This design comes from an exercise in tuning for small area, a short achievable clock period and few clock cycles per item on the open sky130 flow, not from production work.
Only simulation tests tie the RTL to the original design; equivalence was not proved.
Power is estimated from default activity; no workload was simulated.

File: flow/run.sh
#!/bin/bash
# synth_recipe.tcl (not shown) runs the flow's synth.tcl, then flattens the netlist and writes it again
# the make line also repeats each setting of config.mk as NAME=value (left out here)
make -C /OpenROAD-flow-scripts/flow DESIGN_CONFIG=/design/flow/config.mk WORK_HOME=/design/flow/orfs CLKGATE_MAP_FILE= SYNTH_SCRIPT=/design/flow/synth_recipe.tcl finish
File: flow/constraint.sdc
create_clock -name core_clock -period 5.5 [get_ports {clock}]
set_input_delay 1.1000 -clock core_clock [delete_from_list [all_inputs] [get_ports {clock}]]
set_output_delay 1.1000 -clock core_clock [all_outputs]
set_load 0.01 [all_outputs]
File: flow/config.mk
export PLATFORM = sky130hd
export DESIGN_NAME = vector_floating_point_divide_unit_iterative
export DESIGN_NICKNAME = vector_floating_point_divide_unit_iterative
export VERILOG_FILES = /design/flow/design.v
export SDC_FILE = /design/flow/constraint.sdc
export NUM_CORES = 4
export LEC_CHECK = 0
export CAP_MARGIN = 20
export CORE_MARGIN = 2
export CORE_UTILIZATION = 40
export SLEW_MARGIN = 20
File: flow/design.v
package vector_floating_point_divide_unit_iterative_pkg;
  localparam logic [2:0] ZERO   = 3'd0;
  localparam logic [2:0] NORMAL = 3'd1;
  localparam logic [2:0] INF    = 3'd2;
  localparam logic [2:0] QNAN   = 3'd3;
  localparam logic [2:0] SNAN   = 3'd4;
  localparam int FF_NV = 4;
  localparam int FF_DZ = 3;
  localparam int FF_OF = 2;
  localparam int FF_UF = 1;
  localparam int FF_NX = 0;
  localparam logic [1:0] IDLE   = 2'd0;
  localparam logic [1:0] DIVIDE = 2'd1;
  localparam logic [1:0] ROUND  = 2'd2;
  localparam logic [1:0] DONE   = 2'd3;
  localparam logic [31:0] FP32_CANONICAL_NAN  = 32'h7FC00000;
  localparam int          FP32_BIAS           = 127;
  localparam int          FP32_DIV_ITERATIONS = 26;
  function automatic logic [2:0] fp32_classify(input logic [31:0] x);
    logic [2:0] c;
    if (x[30:23] == 8'h00)      c = ZERO;
    else if (x[30:23] == 8'hFF) c = (x[22:0] == 23'd0) ? INF :
                                    (x[22] ? QNAN : SNAN);
    else                        c = NORMAL;
    fp32_classify = c;
  endfunction
endpackage
module fp32_divide_lane (
  input  logic        clock,
  input  logic        load,
  input  logic        pre,
  input  logic        step,
  input  logic        round,
  input  logic [30:0] op_a,
  input  logic [30:0] op_b,
  input  logic        sign_in,
  output logic [31:0] result,
  output logic [4:0]  flags
);
  localparam int NV = vector_floating_point_divide_unit_iterative_pkg::FF_NV;
  localparam int DZ = vector_floating_point_divide_unit_iterative_pkg::FF_DZ;
  localparam int OF = vector_floating_point_divide_unit_iterative_pkg::FF_OF;
  localparam int UF = vector_floating_point_divide_unit_iterative_pkg::FF_UF;
  localparam int NX = vector_floating_point_divide_unit_iterative_pkg::FF_NX;
  logic [24:0] x_q;
  logic [22:0] d_q;        
  logic [25:0] d3_q;       
  logic [23:0] q_q;        
  logic [15:0] ex_q;       
  logic [7:0]  ea_q, eb_q;
  logic [9:0]  e_q;        
  assign ea_q = ex_q[15:8];
  assign eb_q = ex_q[7:0];
  assign e_q  = ex_q[9:0];
  logic        s_q;
  logic        sp_nan_q, sp_inf_q, sp_zero_q, sp_nv_q, sp_dz_q;
  logic        rs_q;
  logic [7:0]  re_q;
  logic [23:0] md;
  assign md = {1'b1, d_q};
  logic [27:0] x4, t1, t2, t3;
  assign x4 = {1'b0, x_q, 2'b00};
  assign t1 = x4 - {3'b000, md, 1'b0};
  assign t2 = x4 - {2'b00, md, 2'b00};
  assign t3 = x4 - {1'b0, d3_q, 1'b0};
  logic n1, n2, n3;
  assign n1 = t1[27];
  assign n2 = t2[27];
  assign n3 = t3[27];
  logic [24:0] x_step, x_pre;
  always_comb begin
    if (!n3)      x_step = t3[24:0];
    else if (!n2) x_step = t2[24:0];
    else if (!n1) x_step = t1[24:0];
    else          x_step = x4[24:0];
  end
  assign x_pre = n2 ? t1[24:0] : t2[25:1];
  logic a_zero, a_inf, a_nan, a_snan, b_zero, b_inf, b_nan, b_snan;
  logic a_ff, b_ff, a_fz, b_fz;
  assign a_ff   = &ea_q;
  assign b_ff   = &eb_q;
  assign a_fz   = ~|x_q[22:0];
  assign b_fz   = ~|d_q;
  assign a_zero = ~|ea_q;
  assign b_zero = ~|eb_q;
  assign a_inf  = a_ff & a_fz;
  assign b_inf  = b_ff & b_fz;
  assign a_nan  = a_ff & ~a_fz;
  assign b_nan  = b_ff & ~b_fz;
  assign a_snan = a_nan & ~x_q[22];
  assign b_snan = b_nan & ~d_q[22];
  logic p_nan, p_inf, p_zero, p_nv, p_dz, p_invalid;
  assign p_invalid = (a_zero & b_zero) | (a_inf & b_inf);
  assign p_nan  = a_nan | b_nan | p_invalid;
  assign p_nv   = a_snan | b_snan | p_invalid;
  assign p_inf  = ~p_nan & (a_inf | b_zero);
  assign p_dz   = ~p_nan & ~a_inf & b_zero;
  assign p_zero = ~p_nan & ~a_inf & ~b_zero & (a_zero | b_inf);
  logic [9:0] e_pre;
  assign e_pre = {2'b00, ea_q} - {2'b00, eb_q} + 10'd126 + {9'd0, ~n2};
  logic        sticky, up, inexact;
  logic [22:0] fr, fr_inc;
  logic        c_inc, c;
  logic [9:0]  e_fin, e_inc;
  logic        ovf, unf, ovf0, unf0, ovf1, unf1;
  logic [31:0] rnd_res;
  logic [4:0]  rnd_flags;
  always_comb begin
    sticky  = |x_q;
    up      = q_q[0] & (sticky | q_q[1]);
    inexact = q_q[0] | sticky;
    {c_inc, fr_inc} = {1'b0, q_q[23:1]} + 24'd1;
    fr      = up ? fr_inc : q_q[23:1];
    c       = up & c_inc;
    e_inc   = e_q + 10'd1;
    ovf0    = ($signed(e_q) >= 10'sd255);
    unf0    = ($signed(e_q) <= 10'sd0);
    ovf1    = ($signed(e_inc) >= 10'sd255);
    unf1    = ($signed(e_inc) <= 10'sd0);
    e_fin   = c ? e_inc : e_q;
    ovf     = c ? ovf1 : ovf0;
    unf     = c ? unf1 : unf0;
    rnd_flags = '0;
    if (sp_nan_q) begin
      rnd_res       = 32'h7FC00000;
      rnd_flags[NV] = sp_nv_q;
    end else if (sp_inf_q) begin
      rnd_res       = {s_q, 8'hFF, 23'd0};
      rnd_flags[DZ] = sp_dz_q;
    end else if (sp_zero_q) begin
      rnd_res       = {s_q, 31'd0};
    end else if (ovf) begin
      rnd_res       = {s_q, 8'hFF, 23'd0};
      rnd_flags[OF] = 1'b1;
      rnd_flags[NX] = 1'b1;
    end else if (unf) begin
      rnd_res       = {s_q, 31'd0};
      rnd_flags[UF] = 1'b1;
      rnd_flags[NX] = 1'b1;
    end else begin
      rnd_res       = {s_q, e_fin[7:0], fr};
      rnd_flags[NX] = inexact;
    end
  end
  assign flags = rnd_flags;
  always_ff @(posedge clock) begin
    if (load) begin
      x_q  <= {2'b01, op_a[22:0]};
      d_q  <= op_b[22:0];
      ex_q <= {op_a[30:23], op_b[30:23]};
      s_q  <= sign_in;
    end else if (pre) begin
      x_q       <= x_pre;
      ex_q[9:0] <= e_pre;
      sp_nan_q  <= p_nan;
      sp_inf_q  <= p_inf;
      sp_zero_q <= p_zero;
      sp_nv_q   <= p_nv;
      sp_dz_q   <= p_dz;
    end else if (step) begin
      x_q <= x_step;
      q_q <= {q_q[21:0], ~n2, ~n3 | (n2 & ~n1)};
    end
    if (round) begin
      q_q[23:1] <= rnd_res[22:0];
      re_q      <= rnd_res[30:23];
      rs_q      <= rnd_res[31];
    end
    d3_q <= {1'b0, md, 1'b0} + {2'b00, md};
  end
  assign result = {rs_q, re_q, q_q[23:1]};
endmodule
module vector_floating_point_divide_unit_iterative #(
  parameter int VLEN = 128,
  parameter int SEW  = 32
) (
  input  logic            clock,
  input  logic            reset,
  input  logic            flush,
  input  logic            in_valid,
  output logic            in_ready,
  input  logic            reverse,
  input  logic [VLEN-1:0] vs2,
  input  logic [VLEN-1:0] vs1,
  output logic            out_valid,
  input  logic            out_ready,
  output logic [VLEN-1:0] vd,
  output logic [4:0]      fflags
);
  localparam int NUM_LANES = VLEN / SEW;
  localparam int STEPS     = 12;
  if (SEW != 32) begin : g_sew_chk
    $error("vector divider supports SEW=32 only");
  end
  if (VLEN % 32 != 0) begin : g_vlen_chk
    $error("VLEN must be a multiple of 32");
  end
  logic       ld_q;       
  logic       pre_q;
  logic       it_q;
  logic       rnd_q;
  logic [3:0] cnt_q;
  logic       ov_q;
  logic       accept, step_en, last, it_d;
  assign in_ready  = ld_q;
  assign out_valid = ov_q;
  assign accept    = ld_q & in_valid & ~flush;
  assign step_en   = it_q & ~ov_q;
  assign last      = (cnt_q == 4'(STEPS - 1));
  assign it_d      = pre_q | (it_q & ~(step_en & last));
  always_ff @(posedge clock or posedge reset) begin
    if (reset) begin
      ld_q  <= 1'b0;
      pre_q <= 1'b0;
      it_q  <= 1'b0;
      rnd_q <= 1'b0;
      cnt_q <= '0;
      ov_q  <= 1'b0;
    end else if (flush) begin
      ld_q  <= 1'b1;
      pre_q <= 1'b0;
      it_q  <= 1'b0;
      rnd_q <= 1'b0;
      cnt_q <= '0;
      ov_q  <= 1'b0;
    end else begin
      pre_q <= accept;
      it_q  <= it_d;
      if (step_en) cnt_q <= last ? 4'd0 : cnt_q + 4'd1;
      rnd_q <= step_en & last;
      ld_q  <= ~accept & ~it_d;
      if (rnd_q)          ov_q <= 1'b1;
      else if (out_ready) ov_q <= 1'b0;
    end
  end
  logic [NUM_LANES-1:0][31:0] lane_res;
  logic [NUM_LANES-1:0][4:0]  lane_flags;
  logic [4:0]                 flags_or;
  for (genvar i = 0; i < NUM_LANES; i++) begin : g_lane
    logic [30:0] op_a, op_b;
    assign op_a = reverse ? vs1[32*i +: 31] : vs2[32*i +: 31];
    assign op_b = reverse ? vs2[32*i +: 31] : vs1[32*i +: 31];
    assign vd[32*i +: 32] = lane_res[i];
    fp32_divide_lane u_lane (
      .clock    (clock),
      .load     (ld_q),
      .pre      (pre_q),
      .step     (step_en),
      .round    (rnd_q),
      .op_a     (op_a),
      .op_b     (op_b),
      .sign_in  (vs1[32*i+31] ^ vs2[32*i+31]),
      .result   (lane_res[i]),
      .flags    (lane_flags[i])
    );
  end
  always_comb begin
    flags_or = '0;
    for (int i = 0; i < NUM_LANES; i++) flags_or = flags_or | lane_flags[i];
  end
  always_ff @(posedge clock) begin
    if (rnd_q) fflags <= flags_or;
  end
endmodule
==> summary.txt, run 1 <==
status - finished clean
Worst Hold Launch - g_lane[3].u_lane.d_q[22]$_DFFE_PP_
sw power - 14.3 mW
Die X - 358 microns
Crit Path Class - reg -> reg
Max Cap Viol - 0
switching share of power - 0.472
Syn Std Cell Area - 50000 sq um
fin. max-slew vios - 0
crit start category - flip-flop
IR drop worst, VDD - 0.252 mV
Cells after Synth - 5740
cts repair resizes - 0
Worst R2R Start - g_lane[3].u_lane.d_q[1]$_DFFE_PP_
max_slew headroom - 0.256
hpwl dp - 132 mm
Final min period - 4530 ps
Post-synth EDFFs - 409
setup TNS - 0 ps
Vias/cell - 5.85
number of global-route vias before repair - 42228
slowest stage delay, CP - 490 ps
Leak - 23.2 nW
DRT Pass-1 Iters - 8
CTS Sinks - 530
core area - 124000 sq um
CTS root buffer - clkbuf_16
Max Fclk - 0.221 GHz
Nets - 6744
crit share post-route - 0.824
GRT Total Usage - 0.257
first-pass GRT wire length - 256 mm
Netlist cell types - 110
CTS tree - built
First DRT Iteration DRCs - 4328
sequential power share - 0.218
area occupied by multi-input gates - 32300 sq um
I/O pin total - 397
H-tree levels - 3
Routed WL - 170 mm
initial cell density of the core - 0.404
RSZ-0062 raised after global routing - false
Avg Cell Area, Syn - 8.72 sq um
CTS buffer count - 72
asr flop ratio synth - 0.0170
drt wl/cell - 22.1 microns
Hold Crit Class - reg -> reg
Logic pwr share - 0.623
hold depth - 1
RD Place Congestion - 0.952
Fin Clk Skew - 35.6 ps
Final Hold Vio Count - 0
Seq/Total Area, Yosys - 0.295
WHS - 479 ps
RR Endpoint - g_lane[3].u_lane.x_q[9]$_DFFE_PP_
Int Pwr - 16.0 mW
Layout fillers - 12054
Req. time, crit path - 5880 ps
layout cells sized above 1 - 0.0646
Top cell by count, worst path - o21ai_1
sequential standard cell area - 14800 sq um
hold-critical path endpoint - g_lane[3].u_lane.d3_q[24]$_DFF_P_
DRC viols - 0
CP max FO - 48
endpoints failing setup - 0
Post-CTS Repair Setup Buffers - 0
clock share of power - 0.159
Via Count - 44962
Worst EP arrival - 4920 ps
Overflow after GRT - 0
PD cells - 527 nW/um^2
Layout area overhead - 14.9%
Slowest-stage cell, CP - edfxtp_1
post-route ant nets - 0
Syn. warnings - 2
die span in y - 358 microns
antenna violations before repair - 8
clock buffer depth - 3
Reg2Reg Setup Slack - 970 ps
syn_nets - 6495
die outline area - 128000 sq um
Worst Tran Pin Value - 1110 ps
CP Capture Type - flip-flop
port bufs - 396
r2r worst-path depth - 13
FP Rows - 129
Main synth FF type - edfxtp_1
Final Cell Area - 57500 sq um
Hold-fix buffers, CTS - 0
pin count of the biggest net entering global routing - 98
clk slew on worst S/H paths - 60 ps
critical-path cell list - inv_1, ha_1, nor2b_1, o31a_1, o41ai_1, o211ai_1, a21oi_1, o21ai_1, a21oi_4, buf_4, mux2_2, a222oi_1, o21ai_1
#FFs+latches synth - 530
Clock Latency Late Sink - 660 ps
placed cell area - 55100 sq um
[Yosys cell counts (15+ instances only)]
cell type	number	share of area
a211o_1	35	0.0061
mux2i_1	169	0.034
buf_4	101	0.015
or3_1	30	0.0038
buf_1	15	0.0011
o211ai_1	96	0.014
inv_1	419	0.031
xor2_1	119	0.021
a22o_1	17	0.0030
o21ai_1	58	0.0058
nor4_1	44	0.0055
xnor2_1	310	0.054
o31ai_1	38	0.0057
buf_2	28	0.0028
mux2_2	150	0.034
nand3_1	152	0.015
nand2b_1	64	0.0080
a21o_1	115	0.017
nor2b_1	79	0.0099
a21boi_0	26	0.0039
and4_1	15	0.0026
nor3b_1	21	0.0032
o22ai_1	56	0.0070
and3_1	51	0.0064
o31a_1	21	0.0037
or4_1	17	0.0026
nor2_1	454	0.034
nand2_1	405	0.030
o21ai_0	273	0.027
fa_1	20	0.0080
edfxtp_1	409	0.25
o21a_1	96	0.014
nor3_1	128	0.013
dfxtp_1	112	0.045
or2_2	15	0.0019
a21oi_1	411	0.041
a31oi_1	63	0.0079
o2bb2ai_1	27	0.0047
and2_1	36	0.0045
nand4_1	74	0.0093
a211oi_1	73	0.011
ha_1	473	0.12
o21bai_1	37	0.0056
clkbuf_1	124	0.0093
[placed cells by master (no fill, tap or decap), types with 112 or more instances in the layout]
master,instances
nand3_1,152
dfxtp_1,112
mux2i_1,169
inv_1,416
xnor2_1,310
nand2_1,403
a21o_1,115
xor2_1,119
clkdlybuf4s50_1,395
ha_1,473
edfxtp_1,409
mux2_2,150
nor2_1,452
a21oi_1,410
o21ai_0,273
nor3_1,128
[worst max-delay path: cells and delay by family, from the launching register on]
| kind | cells | cell delay, ps |
|---|---|---|
| AO/OA/AOI/OAI | 8 | 2270 |
| flip-flops | 1 | 490 |
| multiplexers | 1 | 400 |
| buffers and inverters | 2 | 660 |
| AND/OR/NAND/NOR | 1 | 140 |
| adder cells (fa/ha/maj) | 1 | 250 |
[layout make-up]
cell class,count,share of cell area
flip-flops and latches,530,0.257
multi-input cells,4514,0.562
clock buffers,100,0.0361
diodes,2,0.0000871
well taps,1637,0.0356
repair buffers,446,0.0762
inverters,425,0.0278
clock inverters,33,0.00512
[state kept, by name, indices dropped and copies added, names as in the netlist]
register	cells
g_lane.u_lane.d3_q	104
g_lane.u_lane.x_q	100
g_lane.u_lane.q_q	96
g_lane.u_lane.d_q	92
g_lane.u_lane.ex_q	64
g_lane.u_lane.re_q	32
fflags	5
cnt_q	4
g_lane.u_lane.rs_q	4
g_lane.u_lane.s_q	4
g_lane.u_lane.sp_dz_q	4
g_lane.u_lane.sp_inf_q	4
g_lane.u_lane.sp_nan_q	4
g_lane.u_lane.sp_nv_q	4
g_lane.u_lane.sp_zero_q	4
it_q	1
ld_q	1
ov_q	1
pre_q	1
rnd_q	1
[worst max path at each step]
stage / slack [ps] / cells past startpoint / from / to
3_5_place_dp: 1050 / 13 / g_lane[3].u_lane.d_q[1]$_DFFE_PP_ / g_lane[3].u_lane.x_q[9]$_DFFE_PP_
2_1_floorplan: 670 / 5 / ld_q$_DFF_PP0_ / g_lane[1].u_lane.x_q[23]$_SDFFE_PP1P_
6_report: 970 / 13 / g_lane[3].u_lane.d_q[1]$_DFFE_PP_ / g_lane[3].u_lane.x_q[9]$_DFFE_PP_
5_1_grt: 670 / 18 / g_lane[0].u_lane.d_q[1]$_DFFE_PP_ / g_lane[0].u_lane.ex_q[8]$_DFFE_PN_
3_3_place_gp: 1140 / 13 / g_lane[3].u_lane.d_q[1]$_DFFE_PP_ / g_lane[3].u_lane.x_q[9]$_DFFE_PP_
4_1_cts: 1050 / 13 / g_lane[3].u_lane.d_q[1]$_DFFE_PP_ / g_lane[3].u_lane.x_q[9]$_DFFE_PP_
[power by group through the flow]
stage	sequential [mW]	combinational (mW)	clock [mW]
floorplan	6.13	14.4	0
global placement	6.65	18.3	0
detailed placement	6.64	18.5	0
CTS	6.57	18.6	4.93
global route	6.69	20.9	5.08
finish	6.60	18.9	4.82
[cell families after synthesis]
| kind of cell | after synthesis | synth area share |
|---|---|---|
| AO/OA/AOI/OAI | 1638 | 0.216 |
| AND/OR/NAND/NOR | 1631 | 0.158 |
| buffers and inverters | 696 | 0.0609 |
| flip-flops | 530 | 0.295 |
| adder cells (fa/ha/maj) | 493 | 0.126 |
| XOR/XNOR | 429 | 0.0751 |
| multiplexers | 323 | 0.0685 |
[layer usage]
layer  vias up  track usage  part of all wire
met2      1606        0.400              0.44
met1     21490        0.369              0.46
met3       218       0.0357             0.072
li1      21642            -                 -
met4         6       0.0762             0.027
met5         -            0           0.00020
[per-stage QoR]
stage / instances / setup slack [ps] / power, mW / utilization
final: 7687 / 968 / 30.3 / 0.464
after global routing: 7685 / 674 / 32.7 / 0.464
after CTS: 7685 / 1050 / 30.1 / 0.464
after detailed placement: 7552 / 1050 / 25.1 / 0.444
after global placement: 7552 / 1140 / 25.0 / 0.444
after floorplan: 5740 / 670 / 20.5 / -
Testbench counts, summed over its fixed seeds: cycles 26,904, items 1,920.
==> inputs of run 2 (changes only) <==
--- a/flow/config.mk
+++ b/flow/config.mk
@@ -5,7 +5,9 @@
 export SDC_FILE = /design/flow/constraint.sdc
 export NUM_CORES = 4
 export LEC_CHECK = 0
+export ABC_CLOCK_PERIOD_IN_PS = 2500
 export CAP_MARGIN = 20
 export CORE_MARGIN = 2
 export CORE_UTILIZATION = 40
+export SETUP_SLACK_MARGIN = 2.8
 export SLEW_MARGIN = 20
==> summary.txt, run 2 <==
Final Hold Vio Count - 0
Slowest-stage cell, CP - edfxtp_1
layout cells sized above 1 - 0.277
critical-path cell list - buf_4, buf_6, ha_4, a21o_1, or3_4, o221a_4, o31ai_4, o21ai_4, a221oi_4, o21a_4, buf_6, nor2_4, a21oi_2, o311ai_2
Worst Path Buf+Inv - 3
WHS - 481 ps
port bufs - 396
cell taking the most area after synthesis - edfxtp_1
Synth top area share - 0.245
syn_nets - 6495
most flop-heavy register - g_lane.u_lane.d3_q
CTS root buffer - clkbuf_16
fin. max-slew vios - 0
switching share of power - 0.462
Top cell by count, worst path - buf_6
Nets - 7466
Logic pwr share - 0.711
crit start category - flip-flop
die outline area - 128000 sq um
Worst Hold Launch - g_lane[3].u_lane.d_q[22]$_DFFE_PP_
slowest stage delay, CP - 470 ps
Vias/cell - 5.87
initial cell density of the core - 0.404
Worst EP arrival - 3930 ps
asr flop ratio synth - 0.0170
Max Cap Viol - 0
Final Cell Area - 70000 sq um
xor/xnor cell area share of the yosys netlist - 0.0751
main combinational cell family by area after synthesis - compound AO/OA/AOI/OAI gates
clock share of power - 0.124
first-pass GRT wire length - 283 mm
Routed WL - 196 mm
simple-gate share of the synthesized area - 0.158
First DRT Iteration DRCs - 4347
RSZ-0062 raised after global routing - true
Netlist cell types - 110
Via Count - 49426
Hold-fix buffers, CTS - 0
CP max FO - 7
Worst Tran Pin Value - 1180 ps
most common cell in the netlist - ha_1
CTS tree - built
#FFs+latches synth - 530
post-route ant nets - 0
core area - 124000 sq um
FP Rows - 129
status - finished clean
number of global-route vias before repair - 47445
CP Capture Type - flip-flop
Syn Std Cell Area - 50000 sq um
commonest cells after routing, fill and taps aside - 520 x buf_4, 409 x edfxtp_1, 404 x nor2_1
crit share post-route - 0.645
H-tree levels - 3
Crit Path Class - reg -> reg
max_slew headroom - 0.212
Worst R2R Start - g_lane[0].u_lane.x_q[3]$_DFFE_PP_
Layout fillers - 10711
PD cells - 559 nW/um^2
sw power - 18.1 mW
largest cells by area after synthesis - edfxtp_1 25%, ha_1 12%, xnor2_1 5.4%, dfxtp_1 4.5%, a21oi_1 4.1%
post-synthesis adder-cell area fraction - 0.126
Post-synth EDFFs - 409
DRT Pass-1 Iters - 6
sequential power share - 0.165
Int Pwr - 21.1 mW
Layout area overhead - 39.9%
hpwl dp - 131 mm
r2r worst-path depth - 14
hold-critical path endpoint - g_lane[3].u_lane.d3_q[24]$_DFF_P_
IR drop worst, VDD - 0.294 mV
Reg2Reg Setup Slack - 1950 ps
pin count of the biggest net entering global routing - 98
placed cell area - 55900 sq um
CTS buffer count - 72
endpoints failing setup - 0
Leak - 28.5 nW
commonest non-fill, non-tap cell in the layout - buf_4
Final min period - 3550 ps
I/O pin total - 397
Clock Latency Late Sink - 680 ps
Overflow after GRT - 0
Req. time, crit path - 5880 ps
antenna violations before repair - 19
drt wl/cell - 23.2 microns
clock buffer depth - 3
setup TNS - 0 ps
Fin Clk Skew - 24.0 ps
Syn. warnings - 2
CTS Sinks - 530
Synth Area in Compound Gates - 0.216
Top Registers - g_lane.u_lane.d3_q: 104 flops, g_lane.u_lane.x_q: 100 flops, g_lane.u_lane.q_q: 96 flops
Avg Cell Area, Syn - 8.72 sq um
die span in y - 358 microns
RR Endpoint - g_lane[0].u_lane.x_q[1]$_DFFE_PP_
Seq/Total Area, Yosys - 0.295
multiplexer share of the synthesized area - 0.0685
hold depth - 1
Hold Crit Class - reg -> reg
clk slew on worst S/H paths - 60 ps
crit-path leading delay family - compound AO/OA/AOI/OAI gates
RD Place Congestion - 0.930
top post-synthesis cells by count - 473 x ha_1, 454 x nor2_1, 419 x inv_1
Max Fclk - 0.282 GHz
max FFs per register - 104
DRC viols - 0
Cells after Synth - 5740
Main synth FF type - edfxtp_1
Die X - 358 microns
GRT Total Usage - 0.286
[run 2: cell counts after synthesis]
Identical to the previous run, type by type.
[run 2: cells by family (layout without fill, tap and decap cells)]
logic type      Yosys count  after routing
simple gates           1631           1647
flops                   530            530
fa+ha+maj               493            493
mux                     323            323
xor+xnor                429            429
other cells               0              6
compound gates         1638           1642
buf+inv                 696           1707
[run 2: per-layer routing]
| layer | track usage | routed length, microns |
|---|---|---|
| met1 | 0.378 | 82100 |
| met2 | 0.461 | 87700 |
| met3 | 0.0538 | 16100 |
| met4 | 0.114 | 9450 |
| met5 | 0 | 120 |
[run 2: how the worst max path moves through the flow]
| stage | end | startpoint | slack [ps] | cells after the start |
|---|---|---|---|---|
| after global placement | g_lane[3].u_lane.x_q[9]$_DFFE_PP_ | g_lane[3].u_lane.d_q[1]$_DFFE_PP_ | 1390 | 13 |
| after CTS | g_lane[0].u_lane.ex_q[6]$_DFFE_PN_ | g_lane[0].u_lane.x_q[1]$_DFFE_PP_ | 1910 | 18 |
| after detailed placement | g_lane[3].u_lane.x_q[9]$_DFFE_PP_ | g_lane[3].u_lane.d_q[1]$_DFFE_PP_ | 1380 | 13 |
| final | g_lane[0].u_lane.x_q[1]$_DFFE_PP_ | g_lane[0].u_lane.x_q[3]$_DFFE_PP_ | 1950 | 14 |
| after global routing | g_lane[0].u_lane.ex_q[8]$_DFFE_PN_ | g_lane[0].u_lane.x_q[1]$_DFFE_PP_ | 1800 | 18 |
| after floorplan | g_lane[3].u_lane.ex_q[7]$_DFFE_PN_ | g_lane[3].u_lane.d_q[1]$_DFFE_PP_ | 1980 | 16 |
[run 2: cell type report]
class	instances	area, sq um	area share
diodes	6	15.0	0.000214
clock buffers	94	2000	0.0285
clock inverters	40	383	0.00547
inverters	425	1680	0.0240
multi-input cells	4534	37800	0.540
flip-flops and latches	530	14800	0.211
well taps	1637	2050	0.0292
repair buffers	1141	11200	0.160
repair inverters	7	98.8	0.00141
[run 2: power by group through the flow]
stage          clock, mW  combinational, mW  sequential [mW]
2_1_floorplan          0               15.1             6.15
3_3_place_gp           0               18.9             6.68
3_5_place_dp           0               19.0             6.68
4_1_cts             4.93               24.7             6.42
5_1_grt             5.06               29.8             6.53
6_report            4.85               27.8             6.45
[run 2: metrics by stage]
stage | setup slack [ps] | utilization | power (mW) | std cells
final | 1950 | 0.565 | 39.1 | 8414
after CTS | 1910 | 0.534 | 36.1 | 8202
after detailed placement | 1380 | 0.451 | 25.7 | 7542
after global routing | 1800 | 0.565 | 41.4 | 8410
after floorplan | 1980 | - | 21.3 | 5740
after global placement | 1390 | 0.451 | 25.6 | 7542
[run 2: what timing repair did]
item                                    4_1_cts  5_1_grt
gates cloned                                 48        9
endpoints found under the setup margin      581      418
buffers inserted                            478      197
pin swaps                                   314      331
gates resized for setup                     892      444

==> static timing again, ports no longer ideal <==
Ports are ideal in the flow. The routed layouts listed here were re-timed in OpenROAD. Step 1 assumes that a clkbuf_16 drives the clock port and a buf_2 every other input. Step 2 times the ports against the registers' clock, not the clock port: input delays grow and output delays shrink by t, the midpoint of the rising clock arrivals with the driver on. a / b / c = no drivers / after step 1 / after step 2; a / b = the first two.
run | t, ns | setup WS [ns] | worst setup path after step 2 | cell pins on the clock port's net
run 1 | 0.720 | 0.968 / 0.968 / 0.968 | register to register | 1
run 2 | 0.743 | 1.951 / 1.951 / 1.951 | register to register | 1
After both steps setup and hold are still met in every run listed.
